What follows belongs to an exercise in optimizing a design on an open flow for small area; a production flow would make more cautious choices. The RTL was checked by simulation tests, not by an equivalence proof against the original design. Power figures rest on the tool's default switching activity, not on a simulated workload.

==> inputs of run a <==
Design ld_dma_top, start of the top module:
module ld_dma_top (
    input  logic                                                  clk,
    input  logic                                                  reset,
    input  logic [1:0]                                            cfg_ld_dma_mode,
    input  logic [ld_dma_pkg::QUEUE_DEPTH*ld_dma_pkg::HEADER_WIDTH-1:0] cfg_ld_dma_header,
    input  logic                                                  strm_start_pulse,
    output logic [ld_dma_pkg::RDRQ_WIDTH-1:0]                     rdrq_packet,
    input  logic [ld_dma_pkg::RDRS_WIDTH-1:0]                     rdrs_packet,
    output logic [ld_dma_pkg::CGRA_DATA_WIDTH-1:0]                stream_data_g2f,
    output logic                                                  stream_data_valid_g2f,
    output logic                                                  stream_g2f_done_pulse,
    output logic [ld_dma_pkg::QUEUE_DEPTH-1:0]                    cfg_load_dma_invalidate_pulse
);
    localparam int HW = ld_dma_pkg::HEADER_WIDTH;
    localparam int VB = ld_dma_pkg::HDR_VALID_BIT;
    localparam int CW = ld_dma_pkg::MAX_NUM_WORDS_WIDTH;
    logic [1:0]      valid_d1;
    logic [1:0]      hv;
    logic [1:0]      loaded;
    logic [VB-1:0]   hd0, hd1;
    logic            q_sel;
    logic [1:0]      valid_rise;
    logic [VB-1:0]   cur;
    logic            cur_valid;
    logic start_pulse;
    logic done_pulse;
    assign valid_rise[0] = cfg_ld_dma_header[VB]      & ~valid_d1[0];
    assign valid_rise[1] = cfg_ld_dma_header[HW + VB] & ~valid_d1[1];
    assign cfg_load_dma_invalidate_pulse[0] = start_pulse & ~q_sel;
    assign cfg_load_dma_invalidate_pulse[1] = start_pulse &  q_sel;
    always_ff @(posedge clk or posedge reset) begin
        if (reset) begin
            valid_d1 <= '0;
            hv       <= '0;
            loaded   <= '0;
        end else begin
            valid_d1 <= {cfg_ld_dma_header[HW + VB], cfg_ld_dma_header[VB]};
            for (int i = 0; i < 2; i++) begin
                if (valid_rise[i]) begin
                    hv[i]     <= 1'b1;
                    loaded[i] <= 1'b1;
                end else if (cfg_load_dma_invalidate_pulse[i]) begin
                    hv[i] <= 1'b0;
                end
            end
        end
    end
    always_ff @(posedge clk) begin
        if (valid_rise[0]) hd0 <= cfg_ld_dma_header[VB-1:0];
  ...
==> flow/config.mk <==
export PLATFORM = sky130hd
export DESIGN_NAME = ld_dma_top
export DESIGN_NICKNAME = ld_dma_top
export VERILOG_FILES = /design/flow/design.v
export SDC_FILE = /design/flow/constraint.sdc
export NUM_CORES = 4
export LEC_CHECK = 0
export CAP_MARGIN = 20
export CORE_MARGIN = 2
export CORE_UTILIZATION = 40
export SLEW_MARGIN = 20
==> flow/constraint.sdc <==
create_clock -name core_clock -period 10.0 [get_ports {clk}]
set_input_delay 2.0000 -clock core_clock [delete_from_list [all_inputs] [get_ports {clk}]]
set_output_delay 2.0000 -clock core_clock [all_outputs]
set_load 0.01 [all_outputs]
standard.sh (not shown) runs the stock make flow with config.mk's settings and CLKGATE_MAP_FILE= SYNTH_SCRIPT=/design/flow/synth_recipe.tcl, a recipe that flattens the netlist after the stock synthesis.
==> flow/flow/run.sh <==
#!/bin/bash
set -euo pipefail
export BUFFER_PORTS_ARGS="-buffer_cell sky130_fd_sc_hd__buf_1"
export CTS_ARGS="-sink_clustering_enable -repair_clock_nets -sink_clustering_size 16 -sink_clustering_max_diameter 50 -buf_list sky130_fd_sc_hd__clkbuf_8 -dont_use_dummy_load"
bash standard.sh > flow_make.log 2>&1
==> run b (differences from run a) <==
--- a/flow/design.v
+++ b/flow/design.v
@@ -111,30 +111,29 @@
     assign done_pulse = last_word & word_active;
     assign cnt_le1    = (cnt[CW-1:1] == '0);
     always_ff @(posedge clk or posedge reset) begin
         if (reset) begin
             start_pulse <= 1'b0;
             run_state   <= 1'b0;
             word_active <= 1'b0;
-            first       <= 1'b0;
         end else begin
             start_pulse <= ~start_pulse & start_next;
-            first       <= start_pulse;
             if (start_pulse)     run_state <= 1'b1;
             else if (done_pulse) run_state <= 1'b0;
             if (start_pulse) begin
                 word_active <= 1'b1;
             end else if (run_state && !done_pulse) begin
                 if (cur_inactive == '0) word_active <= 1'b1;
                 else if (cnt_le1)       word_active <= ~word_active;
             end else begin
                 word_active <= 1'b0;
             end
         end
     end
+    always_ff @(posedge clk) first <= start_pulse;
     always_ff @(posedge clk) begin
         if (start_pulse) begin
             cnt <= cur_active;
         end else if (run_state && !done_pulse) begin
             if (cur_inactive == '0) begin
                 if (!word_active) cnt <= '0;
             end else if (cnt_le1) begin
@@ -152,53 +151,57 @@
     logic [15:1]   add_a;
     logic [CW-1:0] add_b;
     logic [15:1]   next_addr;
     logic          rd_en_q;
     assign at_end0   = (c0[CW-1:1] == '0);
     assign at_end1   = (c1[CW-1:1] == '0);
     assign last_word = at_end0 & at_end1;
-    assign add_a     = use_base ? base : req_addr[15:1];
-    assign add_b     = use_base ? s1_q : s0_q;
+    assign add_a     = start_pulse ? cur_start[15:1] : use_base ? base : req_addr[15:1];
+    assign add_b     = start_pulse ? '0 : use_base ? s1_q : s0_q;
     assign next_addr = add_a + 15'(add_b);
     always_ff @(posedge clk) begin
         if (start_pulse) begin
             r0_q <= cur_r0;
             s0_q <= cur_s0;
             s1_q <= cur_s1;
             c0   <= cur_r0;
             c1   <= cur_r1;
-            base <= cur_start[15:1];
-            req_addr <= cur_start;
+            base <= next_addr;
+            req_addr <= {next_addr, cur_start[0]};
         end else if (word_active) begin
             c0 <= at_end0 ? r0_q : c0 - 1'b1;
             if (at_end0) c1 <= c1 - 1'b1;
             use_base <= at_end0;
             if (!first) begin
                 req_addr[15:1] <= next_addr;
                 if (use_base) base <= next_addr;
             end
         end
     end
     logic [5:0]  vpipe;
-    logic [9:0]  done_dly;
+    logic [5:0]  done_dly;
+    logic [2:0]  done_left;   
     logic [4:0][1:0] sel_dly;
     logic [63:0] row_cache;
     always_ff @(posedge clk or posedge reset) begin
         if (reset) begin
             rd_en_q  <= 1'b0;
             vpipe    <= '0;
             done_dly <= '0;
+            done_left <= '0;
         end else begin
             rd_en_q  <= word_active & (first | (next_addr[15:3] != req_addr[15:3]));
             vpipe    <= {vpipe[4:0], word_active};
-            done_dly <= {done_dly[8:0], done_pulse};
+            done_dly <= {done_dly[4:0], done_pulse};
+            if (done_dly[5])            done_left <= 3'd4;
+            else if (done_left != '0)   done_left <= done_left - 1'b1;
         end
     end
     always_ff @(posedge clk) begin
         sel_dly <= {sel_dly[3:0], req_addr[2:1]};
         if (rdrs_packet[64]) row_cache <= rdrs_packet[63:0];
     end
     assign rdrq_packet           = {rd_en_q, req_addr};
     assign stream_data_valid_g2f = vpipe[5];
     assign stream_data_g2f       = row_cache[sel_dly[4]*16 +: 16];
-    assign stream_g2f_done_pulse = |done_dly[9:6];
+    assign stream_g2f_done_pulse = (done_left != '0);
 endmodule
==> flow/flow/run.sh (replaced) <==
#!/bin/bash
# Own layout flow: the standard synthesis, then an area-oriented re-mapping of the gates
# between the flip-flops (the flip-flops themselves are kept as synthesized), then the standard flow's
# standard layout with the smallest buffer on every port and a clock tree of small buffers
# without dummy loads. Each tool's full output goes to its own log file in this folder;
# every ORFS step also keeps its own log under orfs/logs/.
set -euo pipefail
export BUFFER_PORTS_ARGS="-buffer_cell sky130_fd_sc_hd__buf_1"
export CTS_ARGS="-sink_clustering_enable -repair_clock_nets -sink_clustering_size 10 -sink_clustering_max_diameter 40 -buf_list sky130_fd_sc_hd__clkbuf_4 -dont_use_dummy_load"
R=orfs/results/${FLOW_PLATFORM:-sky130hd}/ld_dma_top/base
bash standard.sh synth > flow_synth.log 2>&1
cp $R/1_2_yosys.v std_1_2_yosys.v
bash flow/remap.sh std_1_2_yosys.v remapped.v ${FLOW_TOP:-ld_dma_top} > remap.log 2>&1
cp remapped.v $R/1_2_yosys.v
bash standard.sh > flow_make.log 2>&1
==> flow/flow/remap.abc (new file) <==
strash
&get -n
&deepsyn -T 60
&dch -f
&nf -R 1000
&put
strash
&get -n
&dch -f
&nf -R 1000
&put
==> flow/flow/remap.sh (new file) <==
#!/bin/bash
# usage: remap.sh IN.v OUT.v TOP  (run from the flow folder; needs FLOW_HOME or ORFS yosys on PATH)
set -euo pipefail
HERE=$(cd "$(dirname "$0")" && pwd)
IN=$1; OUT=$2; TOP=$3
PLAT=${FLOW_HOME:-/OpenROAD-flow-scripts/flow}/platforms/sky130hd
LIB=$PLAT/lib/sky130_fd_sc_hd__tt_025C_1v80.lib
DU=""
for c in $(sed -n '/DONT_USE_CELLS/,/^#/p' $PLAT/config.mk | grep -oE 'sky130_fd_sc_hd__[A-Za-z0-9_]+'); do DU="$DU -dont_use $c"; done
YOSYS=$(command -v yosys || echo ${FLOW_HOME:-/OpenROAD-flow-scripts/flow}/../tools/install/yosys/bin/yosys)
sed -e "s|{LIB}|$LIB|g; s|{IN}|$IN|; s|{OUT}|$OUT|; s|{TOP}|$TOP|; s|{DONTUSE}|$DU|; s|{SCRIPT}|$HERE/remap.abc|" $HERE/remap.ys > remap_run.ys
$YOSYS -s remap_run.ys
# the re-mapped netlist must read back cleanly and keep every flip-flop of the standard synthesis
cat > remap_check.ys <<EOC
read_liberty -lib $LIB
read_verilog $OUT
hierarchy -top $TOP
check -assert
EOC
$YOSYS -s remap_check.ys
ffs() { grep -E '^\s*sky130_fd_sc_hd__(df|edf|sdf)[a-z0-9_]+ ' "$1" | awk '{print $1, $2}' | sort; }
if ! diff <(ffs $IN) <(ffs $OUT) > /dev/null; then echo "flip-flops changed by the re-mapping" >&2; exit 1; fi
echo "flip-flops kept: $(ffs $OUT | wc -l)"
==> flow/flow/remap.ys (new file) <==
# Area-oriented re-mapping of the combinational logic of the standard synthesis netlist.
# The flip-flops (and tie cells) stay as the instances the standard synthesis made, with
# the same names and cell types; only the gates between them are mapped again by ABC.
read_liberty -wb -ignore_miss_func {LIB}
read_verilog -defer {IN}
hierarchy -top {TOP}
setattr -mod -set keep_hierarchy 1 =sky130_fd_sc_hd__df* =sky130_fd_sc_hd__edf* =sky130_fd_sc_hd__sdf* =sky130_fd_sc_hd__conb*
flatten -wb
rename -hide w:_*_.*
blackbox =sky130_fd_sc_hd__df* =sky130_fd_sc_hd__edf* =sky130_fd_sc_hd__sdf* =sky130_fd_sc_hd__conb*
opt -purge
techmap
opt -fast
abc -liberty {LIB} {DONTUSE} -script {SCRIPT}
opt_clean -purge
splitnets
opt_clean -purge
hilomap -singleton -hicell sky130_fd_sc_hd__conb_1 HI -locell sky130_fd_sc_hd__conb_1 LO
insbuf -buf sky130_fd_sc_hd__buf_1 A X
opt_clean -purge
stat -liberty {LIB}
blackbox =sky130_fd_sc_hd__*
write_verilog -noattr -nohex -nodec {OUT}
Settings changed: CAP_MARGIN 20 to 10, CORE_UTILIZATION 40 to 65, SLEW_MARGIN 20 to 10.
==> run c (differences from run a) <==
==> flow/run.sh (new file) <==
#!/bin/bash
# synth_recipe.tcl (not shown) runs the flow's synth.tcl, then flattens the netlist and writes it again
# the make line also repeats each setting of config.mk as NAME=value (left out here)
make -C /OpenROAD-flow-scripts/flow DESIGN_CONFIG=/design/flow/config.mk WORK_HOME=/design/flow/orfs CLKGATE_MAP_FILE= SYNTH_SCRIPT=/design/flow/synth_recipe.tcl finish
Settings changed: ABC_AREA set to 1, CTS_BUF_LIST set to sky130_fd_sc_hd__clkbuf_4.
removed: flow/flow/run.sh
removed: flow/standard.sh
==> comparison <==
Against run b, the first-iteration DRC count of run a is smaller by about 40%.
The lowest via count belongs to run b, the highest to run c.
In run b the sequential power is higher than in run c, by about 3%.
Die area: run c > run a > run b.
Power, highest first: run c, run a, run b.
The highest final cell count belongs to run c, the lowest to run b.
In run a the register-to-register slack is higher than in run b, by 2400 ps.
Of run c and run a, run a has the higher setup slack (gap 900 ps).

-- separate check: timing with driven ports --
How much do the figures lean on ideal ports? The routed layouts below were timed once more, with nothing changed but the port constraints. Step 1 sets driving cells, clkbuf_16 on the clock port and buf_2 on the other inputs (assumed; they add their load-dependent delay and slew). Step 2 times the ports against the registers' clock, not the clock port: input delays grow and output delays shrink by t, the midpoint of the rising clock arrivals with the driver on. Three values: ideal, step 1, step 2; two values: the first two.
run	shift t [ns]	setup WS [ns]	hold WS [ns]	latest minus earliest clock arrival (ns)	worst data-port slew with drivers (ns)
run a	0.619	5.986 / 5.940 / 6.148	0.312 / 0.312 / 0.312	0.057 / 0.057	0.10
run b	0.707	4.074 / 4.074 / 4.074	0.334 / 0.334 / 0.334	0.063 / 0.063	0.07
run c	0.794	5.082 / 5.033 / 5.769	0.324 / 0.324 / 0.324	0.038 / 0.038	0.10
After both steps setup and hold are still met in every run listed.
